This is an optimization exercise on Yosys and OpenROAD, whose aim is small area and a short achievable clock period, not a production implementation.
RTL that was checked went through simulation tests only; none was proved equivalent to the original.
Power is estimated from default activity; no workload was simulated.

Design rgb565_pixel_alu_top, start of the top module:
module rgb565_pixel_alu_top (
	input  logic        clk,
	input  logic        arst_n,
	input  logic        in_valid,
	output logic        in_ready,
	input  logic [2:0]  in_op,
	input  logic [15:0] in_color_a,
	input  logic [15:0] in_color_b,
	input  logic [8:0]  in_weight,
	input  logic [15:0] in_scale_num,
	input  logic [15:0] in_scale_den,
	input  logic [2:0]  in_red_depth,
	input  logic [2:0]  in_green_depth,
	input  logic [2:0]  in_blue_depth,
	output logic        out_valid,
	input  logic        out_ready,
	output logic [15:0] out_color
);
Size in the first run: about 4500 cells after synthesis, ~840 flip-flops, ~110 I/O pins, about 47000 sq um of cells after synthesis.
make LEC_CHECK=0 CAP_MARGIN=20 CORE_MARGIN=2 CORE_UTILIZATION=65 CTS_CLUSTER_DIAMETER=150 CTS_CLUSTER_SIZE=24 PLACE_DENSITY=0.72 SETUP_SLACK_MARGIN=3.3 SLEW_MARGIN=20 finish   # period 6.3 ns
run.sh (not shown) runs the stock make flow with config.mk's settings and CLKGATE_MAP_FILE= SYNTH_SCRIPT=/design/flow/synth_recipe.tcl, a recipe that flattens the netlist after the stock synthesis.
The starting point finished with timing, DRC and antenna clean.
Next try:
- CORE_UTILIZATION: 65 -> 55
- PLACE_DENSITY: 0.72 -> 0.66
=> Clock skew is about the same. Power stays flat. Final area rose slightly. Fmax stays flat. Via count fell slightly. Worst hold slack stays flat. Wire length rose slightly.
Next try:
- ABC_AREA: default -> 1
- CORE_UTILIZATION: 55 -> 65
- PLACE_DENSITY: 0.66 -> 0.72
Worst setup slack is better by 11 ps.
Synthesized cell count rises by 37%.
Clock skew climbs by 12 ps.
Power shrinks by 1.9%.
Final cell count climbs by 26%.
Via count increases by 23%.
Next try:
- ABC_AREA: 1 -> default
- GPL_ROUTABILITY_DRIVEN: default -> 0
Result:
- utilization goes up by 1.1 points
- setup slack got worse by 37 ps
- non-clock buffer count goes up by 26
- final area goes down by a few percent
- total power goes up slightly
- area after synthesis goes down by a few percent
- via count goes down by about a fifth
- flip-flop and latch count does not change
- clock skew goes down by 14 ps

========
rgb565_pixel_alu_top again, from the RTL that the note above started with.
export LEC_CHECK = 0
export CAP_MARGIN = 20
export CORE_MARGIN = 2
export CORE_UTILIZATION = 65
export CTS_CLUSTER_DIAMETER = 150
export CTS_CLUSTER_SIZE = 20
export PLACE_DENSITY = 0.72
export SETUP_SLACK_MARGIN = 3.3
export SLEW_MARGIN = 20
create_clock -name core_clock -period 6.3 [get_ports {clk}]
Next try:
- CORE_UTILIZATION: 65 -> 40
- CTS_CLUSTER_SIZE: 20 -> 24
- GPL_ROUTABILITY_DRIVEN: not set -> 0
- PLACE_DENSITY: 0.72 -> not set
The new run completed with no timing, DRC or antenna violations; via count drops by 2.8%; final area climbs by 1.1%; global-route usage drops by 12 points; worst setup slack loses 19 ps; clock skew climbs by 26 ps; count of clock-buffer cells in the layout drops by 9; maximum frequency drops by 0.63%.

========
Setup of before:
rgb565_pixel_alu_top, a different RTL version from the one above (not shown whole).
Size: about 4,900 cells after synthesis, about 840 flip-flops, about 110 I/O pins, about 50,000 µm² of cells after synthesis.
clock: 6.3 ns
lec_check: 0
cap_margin: 20
core_margin: 2
core_utilization: 40
setup_slack_margin: 3.0
slew_margin: 20
## Diff of input files: after against before
Settings: SETUP_SLACK_MARGIN now 3.3, was 3.0.
Results
A critical path class of in -> out is what after shows, while in -> reg belongs to before.
The final antenna diode count in after sits 2 below the value recorded for before.
Total count of hold-check failures in the final report came out exactly the same in before and after.
Global-route met1 utilization essentially unchanged between after and before.
Run comparison: before endpoint of the worst setup timing path bg_d[5]; after endpoint of the worst setup timing path in_ready
[compare] base=before new=after: number of cells on the critical path fell 9; power of the clock network down about 4%; sequential share of layout area lost 0.83 points; global-route usage went up 0.28 points; total DRC errors in the routed layout roughly the same.
Diff before -> after: wire length shows an increase of 4.3%; combinational share of power saw an increase.
No run of this note included a check of the RTL's function; only the layout flow was run.

========
## the baseline
rgb565_pixel_alu_top with an RTL version that a note above also has.
Size in the first run: roughly 4500 cells after synthesis, ~840 flip-flops, ~110 I/O pins, about 47000 um^2 of cells after synthesis.
==> flow/config.mk <==
export PLATFORM = sky130hd
export DESIGN_NAME = rgb565_pixel_alu_top
export DESIGN_NICKNAME = rgb565_pixel_alu_top
export VERILOG_FILES = /design/flow/design.v
export SDC_FILE = /design/flow/constraint.sdc
export NUM_CORES = 4
export LEC_CHECK = 0
export CAP_MARGIN = 20
export CORE_MARGIN = 2
export CORE_UTILIZATION = 65
export CTS_CLUSTER_DIAMETER = 150
export CTS_CLUSTER_SIZE = 24
export PLACE_DENSITY = 0.72
export SETUP_SLACK_MARGIN = 3.25
export SLEW_MARGIN = 20
==> flow/constraint.sdc <==
create_clock -name core_clock -period 6.3 [get_ports {clk}]
set_input_delay 1.2600 -clock core_clock [delete_from_list [all_inputs] [get_ports {clk}]]
set_output_delay 1.2600 -clock core_clock [all_outputs]
set_load 0.01 [all_outputs]
The baseline: PASS, flow complete, no timing, DRC or antenna violations
Modified inputs, the candidate compared to the baseline
- changing SETUP_SLACK_MARGIN from 3.25 to 3.3
- removing PLACE_DENSITY (formerly 0.72)
- changing CORE_UTILIZATION from 65 to 40
Findings:
- Compared with the baseline, the candidate degrades die area.
- The baseline has lower routed metal-1 wirelength than the candidate.
- Diff the baseline -> the candidate: instance count of the mapped netlist comparable, overall power consumption rose 0.093 mW, clock-buffer cell count lost 1.
- In the candidate relative to the baseline, total instance count after detailed placement had gone up by more than 10%.
- Utilization the baseline -> the candidate: down
- Taking the baseline as the reference, in the candidate first-pass GRT wire length now sits higher; data arrival time of the worst path increased by 0.04 ns relative to the old numbers; number of register bits inferred by synthesis saw little to no change.
- Diff the baseline -> the candidate | peak supply drop | decrease of about 30%

-- afterwards: timing with drivers on the ports --
Ports are ideal in the flow. The routed layouts listed here were re-timed in OpenROAD. Step 1 assumes that a clkbuf_16 drives the clock port and a buf_2 every other input. Step 2 times the ports against the registers' clock, not the clock port: input delays grow and output delays shrink by t, the midpoint of the rising clock arrivals with the driver on. Three values: no drivers, after step 1, after step 2; two values: the first two.
run	shift t [ns]	setup slack, ns	worst setup path after step 2	slew at the worst register clock pin (ns)
the first run of note 1	0.669	3.316 / 3.276 / 2.781	input to register	0.10 / 0.10
the second run of note 1	0.685	3.322 / 3.322 / 2.748	input to register	0.11 / 0.11
the third run of note 1	0.684	3.333 / 3.300 / 2.768	input to register	0.11 / 0.11
the fourth run of note 1	0.671	3.296 / 3.296 / 2.737	input to register	0.11 / 0.11
the first run of note 2	0.685	3.316 / 3.262 / 2.722	input to register	0.09 / 0.09
the second run of note 2	0.716	3.297 / 3.297 / 2.713	input to register	0.11 / 0.11
before	0.753	3.072 / 3.096 / 2.370	input to register	0.06 / 0.06
after	0.754	3.197 / 3.181 / 2.660	input to register	0.07 / 0.07
the baseline	0.675	3.284 / 3.259 / 2.667	input to register	0.10 / 0.10
the candidate	0.712	3.295 / 3.271 / 2.660	input to register	0.11 / 0.11
After both steps setup and hold are still met in every run listed. The setup slack of before, which loses most, moves by +0.024 ns with the drivers and by -0.702 ns with both steps.
